Source: an optimization exercise on an open RTL-to-GDS flow (aim: a short achievable clock period and few clock cycles). Production flows keep margins and buffers that such runs may drop. Where RTL was checked, it was by simulation tests only, not by an equivalence proof against the original. Power figures rest on the tool's default switching activity, not on a simulated workload.

## armCore
module armCore (
    input  wire                      CLK,
    input  wire                      Reset,
    input  wire armPipePkg::wordT    instr,
    input  wire armPipePkg::wordT    readData,
    input  wire                      cacheReady,
    output armPipePkg::wordT         pc,
    output armPipePkg::wordT         aluResult,
    output armPipePkg::wordT         writeData,
    output logic                     cpuValid,
    output logic                     cpuOp
);
For scale: about 5600 cells after synthesis, about 1000 flip-flops, ~60000 sq um of cells after synthesis.
==> module armAdder, before the edit <==
module armAdder #(parameter int W = 32) (
    input  wire [W-1:0]  a,
    input  wire [W-1:0]  b,
    input  wire          cin,
    output logic [W-1:0] sum,
    output logic         cout
);
    localparam int N = W + 1;
    localparam int L = $clog2(N);
    logic [N-1:0] g [0:L];
    logic [N-1:0] p [0:L];
    logic [W-1:0] x;
    assign x = a ^ b;
    assign p[0] = {x, 1'b0};
    assign g[0] = {a & b, cin};
    for (genvar l = 1; l <= L; l++) begin : gLevel
        for (genvar i = 0; i < N; i++) begin : gBit
            if (i >= (1 << (l - 1))) begin : gMerge
                assign g[l][i] = g[l - 1][i] | (p[l - 1][i] & g[l - 1][i - (1 << (l - 1))]);
                assign p[l][i] = p[l - 1][i] & p[l - 1][i - (1 << (l - 1))];
            end else begin : gPass
                assign g[l][i] = g[l - 1][i];
                assign p[l][i] = p[l - 1][i];
            end
        end
    end
    assign sum = x ^ g[L][W-1:0];
    assign cout = g[L][W];
endmodule
==> module armInc, before the edit <==
module armInc #(parameter int W = 30) (
    input  wire [W-1:0]  x,
    output logic [W-1:0] y
);
    localparam int L = $clog2(W);
    logic [W-1:0] p [0:L];
    assign p[0] = x;
    for (genvar l = 1; l <= L; l++) begin : gLevel
        for (genvar i = 0; i < W; i++) begin : gBit
            if (i >= (1 << (l - 1))) begin : gMerge
                assign p[l][i] = p[l - 1][i] & p[l - 1][i - (1 << (l - 1))];
            end else begin : gPass
                assign p[l][i] = p[l - 1][i];
            end
        end
    end
    assign y = x ^ {p[L][W-2:0], 1'b1};
endmodule
Settings: LEC_CHECK=0, CAP_MARGIN=20, CORE_MARGIN=2, CORE_UTILIZATION=40, SETUP_SLACK_MARGIN=3.5, SLEW_MARGIN=20; clock period 6.0 ns.
run.sh (not shown) runs the stock make flow with config.mk's settings and CLKGATE_MAP_FILE= SYNTH_SCRIPT=/design/flow/synth_recipe.tcl, a recipe that flattens the netlist after the stock synthesis.
Change:
--- a/flow/design.v
+++ b/flow/design.v
@@ -159,5 +159,5 @@
 );
     localparam int N = W + 1;
-    localparam int L = $clog2(N);
+    localparam int L = (N > 32) ? 6 : (N > 16) ? 5 : (N > 8) ? 4 : 3;
     logic [N-1:0] g [0:L];
     logic [N-1:0] p [0:L];
@@ -184,5 +184,5 @@
     output logic [W-1:0] y
 );
-    localparam int L = $clog2(W);
+    localparam int L = (W > 32) ? 6 : (W > 16) ? 5 : (W > 8) ? 4 : 3;
     logic [W-1:0] p [0:L];
     assign p[0] = x;
Wire length is unchanged.
Die area is unchanged.
Clock skew stays the same.
Worst setup slack does not change.
Design area stays the same.
Critical path depth stays the same.
Sequential share of layout area stays the same.
Global-route usage stays the same.
Via count is unchanged.
Testbench counts after the change, summed over its fixed seeds: cycles 24,621.
The RTL of the first run of this note was laid out without a check of its function.

* * *

== trial 62 ==
armCore, a different RTL version from the one above (not shown whole).
Size in the first run: ~5,600 cells after synthesis, roughly 990 flip-flops, roughly 60,000 µm² of cells after synthesis.
==> module armAdder, before the edit <==
module armAdder #(parameter int W = 32) (
    input  wire [W-1:0]  a,
    input  wire [W-1:0]  b,
    input  wire          cin,
    output logic [W-1:0] sum,
    output logic         cout
);
    localparam int N = W + 1;
    localparam int L = (N > 32) ? 6 : (N > 16) ? 5 : (N > 8) ? 4 : 3;
    logic [N-1:0] g [0:L];
    logic [N-1:0] p [0:L];
    logic [W-1:0] x;
    assign x = a ^ b;
    assign p[0] = {x, 1'b0};
    assign g[0] = {a & b, cin};
    for (genvar l = 1; l <= L; l++) begin : gLevel
        for (genvar i = 0; i < N; i++) begin : gBit
            if (i >= (1 << (l - 1))) begin : gMerge
                assign g[l][i] = g[l - 1][i] | (p[l - 1][i] & g[l - 1][i - (1 << (l - 1))]);
                assign p[l][i] = p[l - 1][i] & p[l - 1][i - (1 << (l - 1))];
            end else begin : gPass
                assign g[l][i] = g[l - 1][i];
                assign p[l][i] = p[l - 1][i];
            end
        end
    end
    assign sum = x ^ g[L][W-1:0];
    assign cout = g[L][W];
endmodule
==> module armInc, before the edit <==
module armInc #(parameter int W = 30) (
    input  wire [W-1:0]  x,
    output logic [W-1:0] y
);
    localparam int L = (W > 32) ? 6 : (W > 16) ? 5 : (W > 8) ? 4 : 3;
    logic [W-1:0] p [0:L];
    assign p[0] = x;
    for (genvar l = 1; l <= L; l++) begin : gLevel
        for (genvar i = 0; i < W; i++) begin : gBit
            if (i >= (1 << (l - 1))) begin : gMerge
                assign p[l][i] = p[l - 1][i] & p[l - 1][i - (1 << (l - 1))];
            end else begin : gPass
                assign p[l][i] = p[l - 1][i];
            end
        end
    end
    assign y = x ^ {p[L][W-2:0], 1'b1};
endmodule
export LEC_CHECK = 0
export CAP_MARGIN = 20
export CORE_MARGIN = 2
export CORE_UTILIZATION = 40
export SETUP_SLACK_MARGIN = 3.5
export SLEW_MARGIN = 20
create_clock -name core_clock -period 6.0 [get_ports {CLK}]
Testbench counts of trial 62, summed over its fixed seeds: cycles 24,621.
#### Input delta (trial 77 over trial 62)
--- a/flow/design.v
+++ b/flow/design.v
@@ -157,9 +157,9 @@
     output logic [W-1:0] sum,
     output logic         cout
 );
     localparam int N = W + 1;
-    localparam int L = (N > 32) ? 6 : (N > 16) ? 5 : (N > 8) ? 4 : 3;
+    localparam int L = $clog2(N);
     logic [N-1:0] g [0:L];
     logic [N-1:0] p [0:L];
     logic [W-1:0] x;
     assign x = a ^ b;
@@ -182,9 +182,9 @@
 module armInc #(parameter int W = 30) (
     input  wire [W-1:0]  x,
     output logic [W-1:0] y
 );
-    localparam int L = (W > 32) ? 6 : (W > 16) ? 5 : (W > 8) ? 4 : 3;
+    localparam int L = $clog2(W);
     logic [W-1:0] p [0:L];
     assign p[0] = x;
     for (genvar l = 1; l <= L; l++) begin : gLevel
         for (genvar i = 0; i < W; i++) begin : gBit
### Flow results
- Per the comparison of trial 77 with trial 62, final clock skew saw little to no change; routed length on met2 saw little to no change; post-cts resize count saw little to no change; proportion of synthesized area in mux cells saw little to no change.
- [compare] base=trial 62 new=trial 77: finished layout cell area held; synthesized cell count held; period utilization held.
- Power share of the combinational group essentially unchanged between trial 62 and trial 77.
Function not checked in trial 77: the RTL went through the layout flow alone.

## what the ideal ports hide
Ports are ideal in the flow. The routed layouts listed here were re-timed in OpenROAD. Step 1 sets driving cells, clkbuf_16 on the clock port and buf_2 on the other inputs (assumed; they add their load-dependent delay and slew). Step 2, shift: input delay + t, output delay - t, t = (earliest + latest rising clock arrival at the registers) / 2. This alone moves slack from input paths to output paths. Three values: ideal, step 1, step 2; two values: the first two.
run	t, ns	setup slack, ns	slew at the worst register clock pin (ns)	worst data-port slew with drivers (ns)	pins driven straight from the clock port
the first run of note 1	0.822	2.440 / 2.440 / 1.847	0.07 / 0.07	0.23	1
the second run of note 1	0.822	2.440 / 2.440 / 1.847	0.07 / 0.07	0.23	1
trial 62	0.845	2.311 / 2.311 / 2.118	0.07 / 0.07	0.22	1
trial 77	0.845	2.311 / 2.311 / 2.118	0.07 / 0.07	0.22	1
After both steps setup and hold are still met in every run listed.
